What follows belongs to an exercise in optimizing a design on an open flow for small area, a short achievable clock period and few clock cycles per item; a production flow would make more cautious choices.
In this exercise RTL edits were held to simulation tests only and were not proved equivalent to the original.

## rev 12
==> flow/design.v (excerpt) <==
module mac_array_acc #(
  parameter int DATA_WIDTH = 8,
  parameter int ACC_WIDTH  = 32,
  parameter int LANES      = 4,
  parameter int LEN_W      = 16
) (
  input  logic                        clk,
  input  logic                        rst_n,
  input  logic                        start,
  input  logic [LEN_W-1:0]            vec_len,
  input  logic [LANES*ACC_WIDTH-1:0]  bias,
  input  logic                        sat_en,
  input  logic                        in_valid,
  output logic                        in_ready,
  input  logic [LANES*DATA_WIDTH-1:0] operand_a,
  input  logic [LANES*DATA_WIDTH-1:0] operand_b,
  output logic                        out_valid,
  input  logic                        out_ready,
  output logic [LANES*ACC_WIDTH-1:0]  out_data,
  output logic [LANES-1:0]            overflow,
  output logic                        busy
);
Size in the first run: about 2800 cells after synthesis, roughly 220 flip-flops, ~350 I/O pins.
==> module mac_array_acc, before the edit <==
module mac_array_acc #(
  parameter int DATA_WIDTH = 8,
  parameter int ACC_WIDTH  = 32,
  parameter int LANES      = 4,
  parameter int LEN_W      = 16
) (
  input  logic                        clk,
  input  logic                        rst_n,
  input  logic                        start,
  input  logic [LEN_W-1:0]            vec_len,
  input  logic [LANES*ACC_WIDTH-1:0]  bias,
  input  logic                        sat_en,
  input  logic                        in_valid,
  output logic                        in_ready,
  input  logic [LANES*DATA_WIDTH-1:0] operand_a,
  input  logic [LANES*DATA_WIDTH-1:0] operand_b,
  output logic                        out_valid,
  input  logic                        out_ready,
  output logic [LANES*ACC_WIDTH-1:0]  out_data,
  output logic [LANES-1:0]            overflow,
  output logic                        busy
);
  logic             r_in_ready;
  logic             r_out_valid;
  logic [LEN_W-1:0] r_cnt;
  logic             r_sat;
  logic             w_beat, w_load, w_last, w_empty;
  assign busy    = r_in_ready | (r_out_valid & ~out_ready);
  assign w_load  = start & ~busy;
  assign w_beat  = in_valid & r_in_ready;
  assign w_last  = (r_cnt == LEN_W'(1));
  assign w_empty = (vec_len == '0);
  always_ff @(posedge clk or negedge rst_n) begin
    if (!rst_n) begin
      r_in_ready  <= 1'b0;
      r_out_valid <= 1'b0;
    end else begin
      if (w_load) begin
        r_in_ready  <= ~w_empty;
        r_out_valid <= w_empty;
      end else if (w_beat && w_last) begin
        r_in_ready  <= 1'b0;
        r_out_valid <= 1'b1;
      end else if (out_ready) begin
        r_out_valid <= 1'b0;
      end
    end
  end
  always_ff @(posedge clk) begin
    if (w_load) begin
      r_cnt <= vec_len;
      r_sat <= sat_en;
    end else if (w_beat) begin
      r_cnt <= r_cnt - 1'b1;
    end
  end
  for (genvar g = 0; g < LANES; g++) begin : g_lane
    logic [DATA_WIDTH-1:0] a_g;
    logic [11:0]           w_be;
    logic [15:0]           w_p, r_p, p_g;
    logic [15:0]           s;
    logic                  c;
    logic [ACC_WIDTH-1:0]  r_acc;
    logic                  r_ovf;
    logic [15:0]           hi, hi_nxt, lo_nxt;
    logic [15:0]           ones_below, zeros_below, m_up, m_dn, hi_c0, hi_c1;
    logic                  p_neg, f1, f0, v;
    logic                  is_max, is_min, sat_max, sat_min;
    assign a_g = operand_a[g*DATA_WIDTH +: DATA_WIDTH] & {DATA_WIDTH{w_beat}};
    mac_booth_enc u_enc (
      .b  (operand_b[g*DATA_WIDTH +: DATA_WIDTH]),
      .be (w_be)
    );
    mac_mul u_mul (
      .a  (a_g),
      .be (w_be),
      .p  (w_p)
    );
    always_ff @(posedge clk) begin
      r_p <= w_p;
    end
    assign p_g = r_p;
    mac_add16 u_add (
      .x (r_acc[15:0]),
      .y (p_g),
      .s (s),
      .c (c)
    );
    assign hi = r_acc[31:16];
    always_comb begin
      ones_below[0]  = 1'b1;
      zeros_below[0] = 1'b1;
      for (int i = 1; i < 16; i++) begin
        ones_below[i]  = ones_below[i-1] & hi[i-1];
        zeros_below[i] = zeros_below[i-1] & ~hi[i-1];
      end
    end
    assign is_max  = ones_below[15] & ~hi[15];
    assign is_min  = zeros_below[15] & hi[15];
    assign sat_max = r_sat & is_max;
    assign sat_min = r_sat & is_min;
    assign m_up    = ones_below & {16{~sat_max}};
    assign m_dn    = zeros_below & {16{~sat_min}};
    assign p_neg = p_g[15];
    assign hi_c1 = p_neg ? hi : (hi ^ m_up);
    assign hi_c0 = p_neg ? (hi ^ m_dn) : hi;
    assign hi_nxt = c ? hi_c1 : hi_c0;
    assign v  = c ? (~p_neg & is_max) : (p_neg & is_min);
    assign f1 = c & ~p_neg & sat_max;
    assign f0 = ~c & p_neg & sat_min;
    assign lo_nxt = (s | {16{f1}}) & ~{16{f0}};
    always_ff @(posedge clk) begin
      if (w_load) begin
        r_acc <= bias[g*ACC_WIDTH +: ACC_WIDTH];
        r_ovf <= 1'b0;
      end else begin
        r_acc <= {hi_nxt, lo_nxt};
        r_ovf <= r_ovf | v;
      end
    end
    assign out_data[g*ACC_WIDTH +: ACC_WIDTH] = {hi_nxt, lo_nxt};
    assign overflow[g] = r_ovf | v;
  end
  assign in_ready  = r_in_ready;
  assign out_valid = r_out_valid;
endmodule
Settings: LEC_CHECK=0, ABC_AREA=1, CAP_MARGIN=20, CORE_MARGIN=2, CORE_UTILIZATION=40, SETUP_SLACK_MARGIN=0.8, SLEW_MARGIN=20; clock period 5.5 ns.
standard.sh (not shown) runs the stock make flow with config.mk's settings and CLKGATE_MAP_FILE= SYNTH_SCRIPT=/design/flow/synth_recipe.tcl, a recipe that flattens the netlist after the stock synthesis.
==> flow/flow/run.sh <==
#!/bin/bash
# The standard layout, with the smallest plain buffer on every port in
# place of the default port buffer cell, and a clock tree without dummy
# loads and with larger sink clusters.
set -euo pipefail
bash standard.sh \
  'BUFFER_PORTS_ARGS=-buffer_cell sky130_fd_sc_hd__buf_1' \
  'CTS_ARGS=-sink_clustering_enable -repair_clock_nets -dont_use_dummy_load -sink_clustering_size 30 -sink_clustering_max_diameter 80' \
  finish > standard.log 2>&1
Testbench counts of rev 12, summed over its fixed seeds: cycles 5,520, jobs 320.
Setup changes, rev 12 to rev 13
-- flow/design.v --
<<< rev 12, line 56
  end
  for (genvar g = 0; g < LANES; g++) begin : g_lane
    logic [DATA_WIDTH-1:0] a_g;
    logic [11:0]           w_be;
    logic [15:0]           w_p, r_p, p_g;
>>> rev 13, line 56
  end
  for (genvar g = 0; g < LANES; g++) begin : g_lane
    logic [11:0]           w_be;
    logic [15:0]           w_p, r_p, p_g;
<<< rev 12, line 64
    logic                  r_ovf;
    logic [15:0]           hi, hi_nxt, lo_nxt;
    logic [15:0]           ones_below, zeros_below, m_up, m_dn, hi_c0, hi_c1;
    logic                  p_neg, f1, f0, v;
    logic                  is_max, is_min, sat_max, sat_min;
    assign a_g = operand_a[g*DATA_WIDTH +: DATA_WIDTH] & {DATA_WIDTH{w_beat}};
    mac_booth_enc u_enc (
      .b  (operand_b[g*DATA_WIDTH +: DATA_WIDTH]),
>>> rev 13, line 63
    logic                  r_ovf;
    logic [15:0]           hi, hi_nxt, lo_nxt;
    logic [15:0]           ones_below, zeros_below, m_up, m_dn;
    logic                  up, dn, v;
    logic                  is_max, is_min, sat_max, sat_min;
    mac_booth_enc u_enc (
      .b  (operand_b[g*DATA_WIDTH +: DATA_WIDTH]),
<<< rev 12, line 73
    );
    mac_mul u_mul (
      .a  (a_g),
      .be (w_be),
      .p  (w_p)
    );
    always_ff @(posedge clk) begin
      r_p <= w_p;
    end
    assign p_g = r_p;
>>> rev 13, line 71
    );
    mac_mul u_mul (
      .a  (operand_a[g*DATA_WIDTH +: DATA_WIDTH]),
      .be (w_be),
      .p  (w_p)
    );
    always_ff @(posedge clk) begin
      r_p <= w_p & {16{w_beat}};
    end
    assign p_g = r_p;
<<< rev 12, line 102
    assign m_up    = ones_below & {16{~sat_max}};
    assign m_dn    = zeros_below & {16{~sat_min}};
    assign p_neg = p_g[15];
    assign hi_c1 = p_neg ? hi : (hi ^ m_up);
    assign hi_c0 = p_neg ? (hi ^ m_dn) : hi;
    assign hi_nxt = c ? hi_c1 : hi_c0;
    assign v  = c ? (~p_neg & is_max) : (p_neg & is_min);
    assign f1 = c & ~p_neg & sat_max;
    assign f0 = ~c & p_neg & sat_min;
    assign lo_nxt = (s | {16{f1}}) & ~{16{f0}};
    always_ff @(posedge clk) begin
      if (w_load) begin
>>> rev 13, line 100
    assign m_up    = ones_below & {16{~sat_max}};
    assign m_dn    = zeros_below & {16{~sat_min}};
    assign up  = c & ~p_g[15];
    assign dn  = ~c & p_g[15];
    assign v   = (up & is_max) | (dn & is_min);
    assign hi_nxt = hi ^ (({16{up}} & m_up) | ({16{dn}} & m_dn));
    assign lo_nxt = (s | {16{up & sat_max}}) & ~{16{dn & sat_min}};
    always_ff @(posedge clk) begin
      if (w_load) begin
Findings:
- Per the final summary, rev 13 finished and its layout is clean on timing, DRC and antenna.
- Per the comparison of rev 13 with rev 12, maximum count of clock buffers along a single path has remained practically unchanged, die height shows an increase of 2.0%, instance count on the critical path saw an increase.
- In the metrics for rev 12 and rev 13, the one carrying the lower fraction of final layout cells sized beyond drive strength 1 is rev 12.
- Diff rev 12 -> rev 13: worst hold slack now sits lower, combined buffer and inverter count along the critical path now sits higher, post-cts sizing count now sits lower.
- Summary of the comparison: area of the die is higher in rev 13, relative to rev 12.
- Against rev 12, rev 13 comes in 2 higher on site row count.
Testbench counts of rev 13, summed over its fixed seeds: cycles 5,520, jobs 320.

-- what the ideal ports hide --
How much do the figures lean on ideal ports? The routed layouts below were timed once more, with nothing changed but the port constraints.
Step 1, drivers: a clkbuf_16 drives clk and a buf_2 each remaining input, both assumed.
Step 2, shift: input delay + t, output delay - t, t = (earliest + latest rising clock arrival at the registers) / 2. This alone moves slack from input paths to output paths.
Slacks: ideal ports / drivers / drivers and shift; pairs: ideal ports / drivers.
run | t, ns | slack for setup (ns) | worst setup path after step 2 | worst slew at a driven data input, ns
rev 12 | 0.562 | 0.899 / 0.849 / 0.507 | input to register | 0.10
rev 13 | 0.573 | 1.007 / 0.955 / 0.620 | input to register | 0.09
After both steps setup and hold are still met in every run listed. For rev 12, which loses most, drivers alone change the setup slack by -0.050 ns; drivers and shift together by -0.392 ns.
